Source: an optimization exercise on an open RTL-to-GDS flow (aim: small area). Production flows keep margins and buffers that such runs may drop. RTL that was checked went through simulation tests only; none was proved equivalent to the original. No driver is modelled on the clock port, so clocking that relies on it looks cheaper here than on a real chip.

==> raven: inputs <==
==> flow/design.v <==
package reg_file_pkg;
    localparam int          RF_XLEN  = 32;
    localparam int          RF_AW    = 5;
    localparam int          RF_NREGS = 2 ** RF_AW;
    localparam int unsigned X0_ADDR  = 0;
endpackage
module rf_scoreboard
#(
    parameter int AW = reg_file_pkg::RF_AW
) (
    input  logic             clk,
    input  logic [2**AW-1:1] i_set,        
    input  logic [2**AW-1:1] i_ld,         
    input  logic [2**AW-1:1] i_sel1,
    input  logic [2**AW-1:1] i_sel2,
    output logic             o_busy1,
    output logic             o_busy2
);
    localparam int NREGS = 2 ** AW;
    logic [NREGS-1:1] r_pending;
    always_ff @(posedge clk) begin
        r_pending <= (r_pending & ~i_ld) | i_set;
    end
    rf_sel31 u_rd1 (.i_sel(i_sel1), .i_dat(r_pending), .o_y(o_busy1));
    rf_sel31 u_rd2 (.i_sel(i_sel2), .i_dat(r_pending), .o_y(o_busy2));
endmodule
module rf_sel31 (
    input  logic [31:1] i_sel,
    input  logic [31:1] i_dat,
    output logic        o_y
);
    logic [10:0] w_n;
    for (genvar g = 0; g < 10; g++) begin : g_aoi
        rf_aoi222 u_aoi (
            .a0(i_sel[3*g+1]), .b0(i_dat[3*g+1]),
            .a1(i_sel[3*g+2]), .b1(i_dat[3*g+2]),
            .a2(i_sel[3*g+3]), .b2(i_dat[3*g+3]),
            .y (w_n[g])
        );
    end
    assign w_n[10] = ~(i_sel[31] & i_dat[31]);
    rf_nand11 u_nand (.a(w_n), .y(o_y));
endmodule
module rf_aoi222 (
    input  logic a0, b0, a1, b1, a2, b2,
    output logic y
);
    assign y = ~((a0 & b0) | (a1 & b1) | (a2 & b2));
endmodule
module rf_nand11 (
    input  logic [10:0] a,
    output logic        y
);
    assign y = ~&a;
endmodule
module rf_nor2 (
    input  logic a_n,
    input  logic b_n,
    output logic y
);
    assign y = ~(a_n | b_n);
endmodule
module rf_wdata #(
    parameter int XLEN = reg_file_pkg::RF_XLEN
) (
    input  logic            rst_n,
    input  logic [XLEN-1:0] i_wd,
    output logic [XLEN-1:0] o_wd
);
    assign o_wd = i_wd & {XLEN{rst_n}};
endmodule
module reg_file
#(
    parameter int XLEN = reg_file_pkg::RF_XLEN,
    parameter int AW   = reg_file_pkg::RF_AW
) (
    input  logic            clk,
    input  logic            rst_n,
    input  logic [AW-1:0]   a1,
    input  logic [AW-1:0]   a2,
    input  logic [AW-1:0]   a3,
    input  logic [XLEN-1:0] wd3,
    input  logic            we3,
    input  logic            sb_set,
    input  logic [AW-1:0]   sb_addr,
    output logic [XLEN-1:0] rd1,
    output logic [XLEN-1:0] rd2,
    output logic            busy1,
    output logic            busy2
);
    localparam int NREGS = 2 ** AW;
    localparam int HALF  = XLEN / 2;
    logic [XLEN-1:0]  r_regs [NREGS-1:1];
    logic [XLEN-1:0]  w_wd;           
    logic [3:0] w_ld_lo_n, w_set_lo_n, w_rd1_lo_n, w_rd2_lo_n;
    logic [7:0] w_ld_hi_n, w_set_hi_n, w_rd1_hi_n, w_rd2_hi_n;
    always_comb begin
        for (int j = 0; j < 4; j++) begin
            w_ld_lo_n[j]  = !((we3 && (a3[1:0] == 2'(j))) || !rst_n);
            w_set_lo_n[j] = !(sb_set && rst_n && (sb_addr[1:0] == 2'(j)));
            w_rd1_lo_n[j] = !(rst_n && (a1[1:0] == 2'(j)));
            w_rd2_lo_n[j] = !(rst_n && (a2[1:0] == 2'(j)));
        end
        for (int k = 0; k < 8; k++) begin
            w_ld_hi_n[k]  = !((a3[4:2] == 3'(k)) || !rst_n);
            w_set_hi_n[k] = !(sb_addr[4:2] == 3'(k));
            w_rd1_hi_n[k] = !(a1[4:2] == 3'(k));
            w_rd2_hi_n[k] = !(a2[4:2] == 3'(k));
        end
    end
    logic [NREGS-1:1] w_ld  [2];      
    logic [NREGS-1:1] w_sel1[2];      
    logic [NREGS-1:1] w_sel2[2];
    logic [NREGS-1:1] w_set;          
    for (genvar i = 1; i < NREGS; i++) begin : g_dec
        for (genvar h = 0; h < 2; h++) begin : g_half
            rf_nor2 u_ld   (.a_n(w_ld_lo_n[i%4]),  .b_n(w_ld_hi_n[i/4]),  .y(w_ld[h][i]));
            rf_nor2 u_sel1 (.a_n(w_rd1_lo_n[i%4]), .b_n(w_rd1_hi_n[i/4]), .y(w_sel1[h][i]));
            rf_nor2 u_sel2 (.a_n(w_rd2_lo_n[i%4]), .b_n(w_rd2_hi_n[i/4]), .y(w_sel2[h][i]));
        end
        rf_nor2 u_set (.a_n(w_set_lo_n[i%4]), .b_n(w_set_hi_n[i/4]), .y(w_set[i]));
    end
    rf_wdata #(.XLEN(XLEN)) u_wdata (.rst_n(rst_n), .i_wd(wd3), .o_wd(w_wd));
    for (genvar i = 1; i < NREGS; i++) begin : g_reg
        always_ff @(posedge clk) begin
            if (w_ld[0][i]) begin
                r_regs[i][HALF-1:0] <= w_wd[HALF-1:0];
            end
            if (w_ld[1][i]) begin
                r_regs[i][XLEN-1:HALF] <= w_wd[XLEN-1:HALF];
            end
        end
    end
    for (genvar b = 0; b < XLEN; b++) begin : g_bit
        logic [NREGS-1:1] w_col;
        for (genvar i = 1; i < NREGS; i++) begin : g_col
            assign w_col[i] = r_regs[i][b];
        end
        rf_sel31 u_rd1 (.i_sel(w_sel1[b / HALF]), .i_dat(w_col), .o_y(rd1[b]));
        rf_sel31 u_rd2 (.i_sel(w_sel2[b / HALF]), .i_dat(w_col), .o_y(rd2[b]));
    end
    rf_scoreboard #(
        .AW(AW)
    ) u_scoreboard (
        .clk        (clk),
        .i_set      (w_set),
        .i_ld       (w_ld[0]),
        .i_sel1     (w_sel1[1]),
        .i_sel2     (w_sel2[1]),
        .o_busy1    (busy1),
        .o_busy2    (busy2)
    );
endmodule
==> flow/flow/run.sh <==
#!/bin/bash
# Standard ORFS layout with smaller port buffers and a leaner clock tree.
cp standard.sh standard_sh_copy.log
export BUFFER_PORTS_ARGS="-buffer_cell sky130_fd_sc_hd__buf_2"
export CTS_ARGS="-sink_clustering_enable -repair_clock_nets -dont_use_dummy_load -sink_clustering_size 30 -sink_clustering_max_diameter 150"
bash standard.sh > standard.log 2>&1
==> flow/standard.sh <==
#!/bin/bash
# synth_recipe.tcl (not shown) runs the flow's synth.tcl, then flattens the netlist and writes it again
# the make line also repeats each setting of config.mk as NAME=value (left out here)
make -C /OpenROAD-flow-scripts/flow DESIGN_CONFIG=/design/flow/config.mk WORK_HOME=/design/flow/orfs CLKGATE_MAP_FILE= SYNTH_SCRIPT=/design/flow/synth_recipe.tcl "${@:-finish}"
==> flow/config.mk <==
export PLATFORM = sky130hd
export DESIGN_NAME = reg_file
export DESIGN_NICKNAME = reg_file
export VERILOG_FILES = /design/flow/design.v
export SDC_FILE = /design/flow/constraint.sdc
export NUM_CORES = 4
export LEC_CHECK = 0
export CAP_MARGIN = 20
export CORE_MARGIN = 2
export CORE_UTILIZATION = 60
export SLEW_MARGIN = 20
export SYNTH_HIERARCHICAL = 1
export SYNTH_MINIMUM_KEEP_SIZE = 0
==> flow/constraint.sdc <==
create_clock -name core_clock -period 6.0 [get_ports {clk}]
set_input_delay 1.2000 -clock core_clock [delete_from_list [all_inputs] [get_ports {clk}]]
set_output_delay 1.2000 -clock core_clock [all_outputs]
set_load 0.01 [all_outputs]
==> inputs of pepper, as changes to raven <==
==> flow/flow/run.sh (replaced) <==
#!/bin/bash
# Standard ORFS layout with smaller port buffers and a leaner clock tree.
export BUFFER_PORTS_ARGS="-buffer_cell sky130_fd_sc_hd__buf_2"
export CTS_ARGS="-sink_clustering_enable -repair_clock_nets -dont_use_dummy_load -sink_clustering_size 30 -sink_clustering_max_diameter 150"
bash standard.sh > standard.log 2>&1
--- a/flow/config.mk
+++ b/flow/config.mk
@@ -7,7 +7,8 @@
 export LEC_CHECK = 0
 export CAP_MARGIN = 20
 export CORE_MARGIN = 2
-export CORE_UTILIZATION = 60
+export CORE_UTILIZATION = 68
+export PLACE_DENSITY = 0.74
 export SLEW_MARGIN = 20
 export SYNTH_HIERARCHICAL = 1
 export SYNTH_MINIMUM_KEEP_SIZE = 0
==> inputs of yarrow, as changes to raven <==
==> flow/design.v, changed modules only <==
module rf_scoreboard
#(
    parameter int AW = reg_file_pkg::RF_AW
) (
    input  logic             clk,
    input  logic             rst_n,
    input  logic [2**AW-1:1] i_set,
    input  logic [2**AW-1:1] i_clr,
    input  logic [2**AW-1:1] i_sel1,
    input  logic [2**AW-1:1] i_sel2,
    output logic             o_busy1,
    output logic             o_busy2
);
    localparam int NREGS = 2 ** AW;
    logic [NREGS-1:1] r_pending;
    always_ff @(posedge clk) begin
        if (!rst_n) begin
            r_pending <= '0;
        end else begin
            r_pending <= (r_pending & ~i_clr) | i_set;
        end
    end
    rf_sel31 u_rd1 (.i_sel(i_sel1), .i_dat(r_pending), .o_y(o_busy1));
    rf_sel31 u_rd2 (.i_sel(i_sel2), .i_dat(r_pending), .o_y(o_busy2));
endmodule
module reg_file
#(
    parameter int XLEN = reg_file_pkg::RF_XLEN,
    parameter int AW   = reg_file_pkg::RF_AW
) (
    input  logic            clk,
    input  logic            rst_n,
    input  logic [AW-1:0]   a1,
    input  logic [AW-1:0]   a2,
    input  logic [AW-1:0]   a3,
    input  logic [XLEN-1:0] wd3,
    input  logic            we3,
    input  logic            sb_set,
    input  logic [AW-1:0]   sb_addr,
    output logic [XLEN-1:0] rd1,
    output logic [XLEN-1:0] rd2,
    output logic            busy1,
    output logic            busy2
);
    localparam int NREGS = 2 ** AW;
    logic [XLEN-1:0]  r_regs [NREGS-1:1];
    logic [NREGS-1:1] r_valid;
    logic [NREGS-1:1] w_wr;      
    logic [NREGS-1:1] w_set;     
    logic [NREGS-1:1] w_sel1;    
    logic [NREGS-1:1] w_sel2;
    logic [NREGS-1:1] w_dsel1;   
    logic [NREGS-1:1] w_dsel2;
    always_comb begin
        for (int i = 1; i < NREGS; i++) begin
            w_wr[i]   = we3 && (a3 == AW'(i));
            w_set[i]  = sb_set && (sb_addr == AW'(i));
            w_sel1[i] = rst_n && (a1 == AW'(i));
            w_sel2[i] = rst_n && (a2 == AW'(i));
        end
    end
    assign w_dsel1 = w_sel1 & r_valid;
    assign w_dsel2 = w_sel2 & r_valid;
    always_ff @(posedge clk) begin
        if (!rst_n) begin
            r_valid <= '0;
        end else begin
            r_valid <= r_valid | w_wr;
        end
    end
    for (genvar i = 1; i < NREGS; i++) begin : g_reg
        always_ff @(posedge clk) begin
            if (w_wr[i]) begin
                r_regs[i] <= wd3;
            end
        end
    end
    for (genvar b = 0; b < XLEN; b++) begin : g_bit
        logic [NREGS-1:1] w_col;
        for (genvar i = 1; i < NREGS; i++) begin : g_col
            assign w_col[i] = r_regs[i][b];
        end
        rf_sel31 u_rd1 (.i_sel(w_dsel1), .i_dat(w_col), .o_y(rd1[b]));
        rf_sel31 u_rd2 (.i_sel(w_dsel2), .i_dat(w_col), .o_y(rd2[b]));
    end
    rf_scoreboard #(
        .AW(AW)
    ) u_scoreboard (
        .clk     (clk),
        .rst_n   (rst_n),
        .i_set   (w_set),
        .i_clr   (w_wr),
        .i_sel1  (w_sel1),
        .i_sel2  (w_sel2),
        .o_busy1 (busy1),
        .o_busy2 (busy2)
    );
endmodule
// module rf_nor2 removed
// module rf_wdata removed
==> flow/run.sh (new file) <==
#!/bin/bash
# synth_recipe.tcl (not shown) runs the flow's synth.tcl, then flattens the netlist and writes it again
# the make line also repeats each setting of config.mk as NAME=value (left out here)
make -C /OpenROAD-flow-scripts/flow DESIGN_CONFIG=/design/flow/config.mk WORK_HOME=/design/flow/orfs CLKGATE_MAP_FILE= SYNTH_SCRIPT=/design/flow/synth_recipe.tcl finish
removed: flow/flow/run.sh
removed: flow/standard.sh
==> inputs of nickel, as changes to raven <==
==> flow/design.v, changed modules only <==
module rf_and2 (
    input  logic a,
    input  logic b,
    output logic y
);
    assign y = a & b;
endmodule
module reg_file
#(
    parameter int XLEN = reg_file_pkg::RF_XLEN,
    parameter int AW   = reg_file_pkg::RF_AW
) (
    input  logic            clk,
    input  logic            rst_n,
    input  logic [AW-1:0]   a1,
    input  logic [AW-1:0]   a2,
    input  logic [AW-1:0]   a3,
    input  logic [XLEN-1:0] wd3,
    input  logic            we3,
    input  logic            sb_set,
    input  logic [AW-1:0]   sb_addr,
    output logic [XLEN-1:0] rd1,
    output logic [XLEN-1:0] rd2,
    output logic            busy1,
    output logic            busy2
);
    localparam int NREGS = 2 ** AW;
    localparam int NSL   = 2;             
    localparam int NSR   = 2;             
    localparam int SWL   = XLEN / NSL;
    localparam int SWR   = XLEN / NSR;
    logic [XLEN-1:0]  r_regs [NREGS-1:1];
    logic [XLEN-1:0]  w_wd;           
    logic [3:0] w_ld_lo, w_set_lo, w_rd1_lo, w_rd2_lo;
    logic [7:0] w_ld_hi, w_set_hi, w_rd1_hi, w_rd2_hi;
    always_comb begin
        for (int j = 0; j < 4; j++) begin
            w_ld_lo[j]  = (we3 && (a3[1:0] == 2'(j))) || !rst_n;
            w_set_lo[j] = sb_set && rst_n && (sb_addr[1:0] == 2'(j));
            w_rd1_lo[j] = rst_n && (a1[1:0] == 2'(j));
            w_rd2_lo[j] = rst_n && (a2[1:0] == 2'(j));
        end
        for (int k = 0; k < 8; k++) begin
            w_ld_hi[k]  = (a3[4:2] == 3'(k)) || !rst_n;
            w_set_hi[k] = sb_addr[4:2] == 3'(k);
            w_rd1_hi[k] = a1[4:2] == 3'(k);
            w_rd2_hi[k] = a2[4:2] == 3'(k);
        end
    end
    logic [NREGS-1:1] w_ld  [NSL];    
    logic [NREGS-1:1] w_sel1[NSR];    
    logic [NREGS-1:1] w_sel2[NSR];
    logic [NREGS-1:1] w_set;          
    for (genvar i = 1; i < NREGS; i++) begin : g_dec
        for (genvar h = 0; h < NSL; h++) begin : g_lds
            rf_and2 u_ld (.a(w_ld_lo[i%4]), .b(w_ld_hi[i/4]), .y(w_ld[h][i]));
        end
        for (genvar h = 0; h < NSR; h++) begin : g_rds
            rf_and2 u_sel1 (.a(w_rd1_lo[i%4]), .b(w_rd1_hi[i/4]), .y(w_sel1[h][i]));
            rf_and2 u_sel2 (.a(w_rd2_lo[i%4]), .b(w_rd2_hi[i/4]), .y(w_sel2[h][i]));
        end
        rf_and2 u_set (.a(w_set_lo[i%4]), .b(w_set_hi[i/4]), .y(w_set[i]));
    end
    rf_wdata #(.XLEN(XLEN)) u_wdata (.rst_n(rst_n), .i_wd(wd3), .o_wd(w_wd));
    for (genvar i = 1; i < NREGS; i++) begin : g_reg
        for (genvar h = 0; h < NSL; h++) begin : g_slice
            always_ff @(posedge clk) begin
                if (w_ld[h][i]) begin
                    r_regs[i][h*SWL +: SWL] <= w_wd[h*SWL +: SWL];
                end
            end
        end
    end
    for (genvar b = 0; b < XLEN; b++) begin : g_bit
        logic [NREGS-1:1] w_col;
        for (genvar i = 1; i < NREGS; i++) begin : g_col
            assign w_col[i] = r_regs[i][b];
        end
        rf_sel31 u_rd1 (.i_sel(w_sel1[b / SWR]), .i_dat(w_col), .o_y(rd1[b]));
        rf_sel31 u_rd2 (.i_sel(w_sel2[b / SWR]), .i_dat(w_col), .o_y(rd2[b]));
    end
    rf_scoreboard #(
        .AW(AW)
    ) u_scoreboard (
        .clk     (clk),
        .i_set   (w_set),
        .i_ld    (w_ld[NSL-1]),
        .i_sel1  (w_sel1[NSR-1]),
        .i_sel2  (w_sel2[NSR-1]),
        .o_busy1 (busy1),
        .o_busy2 (busy2)
    );
endmodule
// module rf_nor2 removed
==> flow/flow/run.sh (replaced) <==
#!/bin/bash
# Standard ORFS layout with the smallest port buffers and a leaner clock tree
# (no dummy loads, larger sink clusters).
export BUFFER_PORTS_ARGS="-buffer_cell sky130_fd_sc_hd__buf_1"
export CTS_ARGS="-sink_clustering_enable -repair_clock_nets -dont_use_dummy_load -sink_clustering_size 30 -sink_clustering_max_diameter 100"
bash standard.sh > standard.log 2>&1
==> comparison <==
raven passed the timing, DRC and antenna checks. pepper ran to the end with no violations. nickel ran to the end with no violations. yarrow reached the layout checks and failed them: setup timing.
First-iteration DRC count, highest first: pepper, yarrow, nickel, raven.
Count of clock-buffer cells in the layout: yarrow is higher than pepper (87).
Die area: yarrow is higher than pepper (16%).
Against yarrow, the synthesized cell count of pepper is lower by 3.0%.
No functional check of the RTL was part of raven and pepper.

-- port drivers added, routing unchanged --
No port has a modelled driver above. Below, the same layouts with a new extraction and two added sets of constraints. Step 1 (the two cells are an assumption about what drives the block):
set clk [get_ports {clk}]
set_driving_cell -lib_cell sky130_fd_sc_hd__clkbuf_16 $clk
set_driving_cell -lib_cell sky130_fd_sc_hd__buf_2 [delete_from_list [all_inputs] $clk]
Step 2 times the ports against the registers' clock, not the clock port: input delays grow and output delays shrink by t, the midpoint of the rising clock arrivals with the driver on. a / b / c = ideal / step 1 / step 2; a / b = the first two.
| run | t (ns) | setup WS [ns] | worst data-port slew with drivers (ns) |
|---|---|---|---|
| raven | 0.666 | 0.580 / 0.491 / 0.491 | 0.15 |
| pepper | 0.651 | 0.320 / 0.297 / 0.297 | 0.16 |
| yarrow | 0.744 | -0.005 / -0.030 / -0.030 | 0.08 |
| nickel | 0.693 | 0.291 / 0.183 / 0.183 | 0.11 |
For nickel, which loses most, drivers alone change the setup slack by -0.108 ns; drivers and shift together by -0.108 ns.
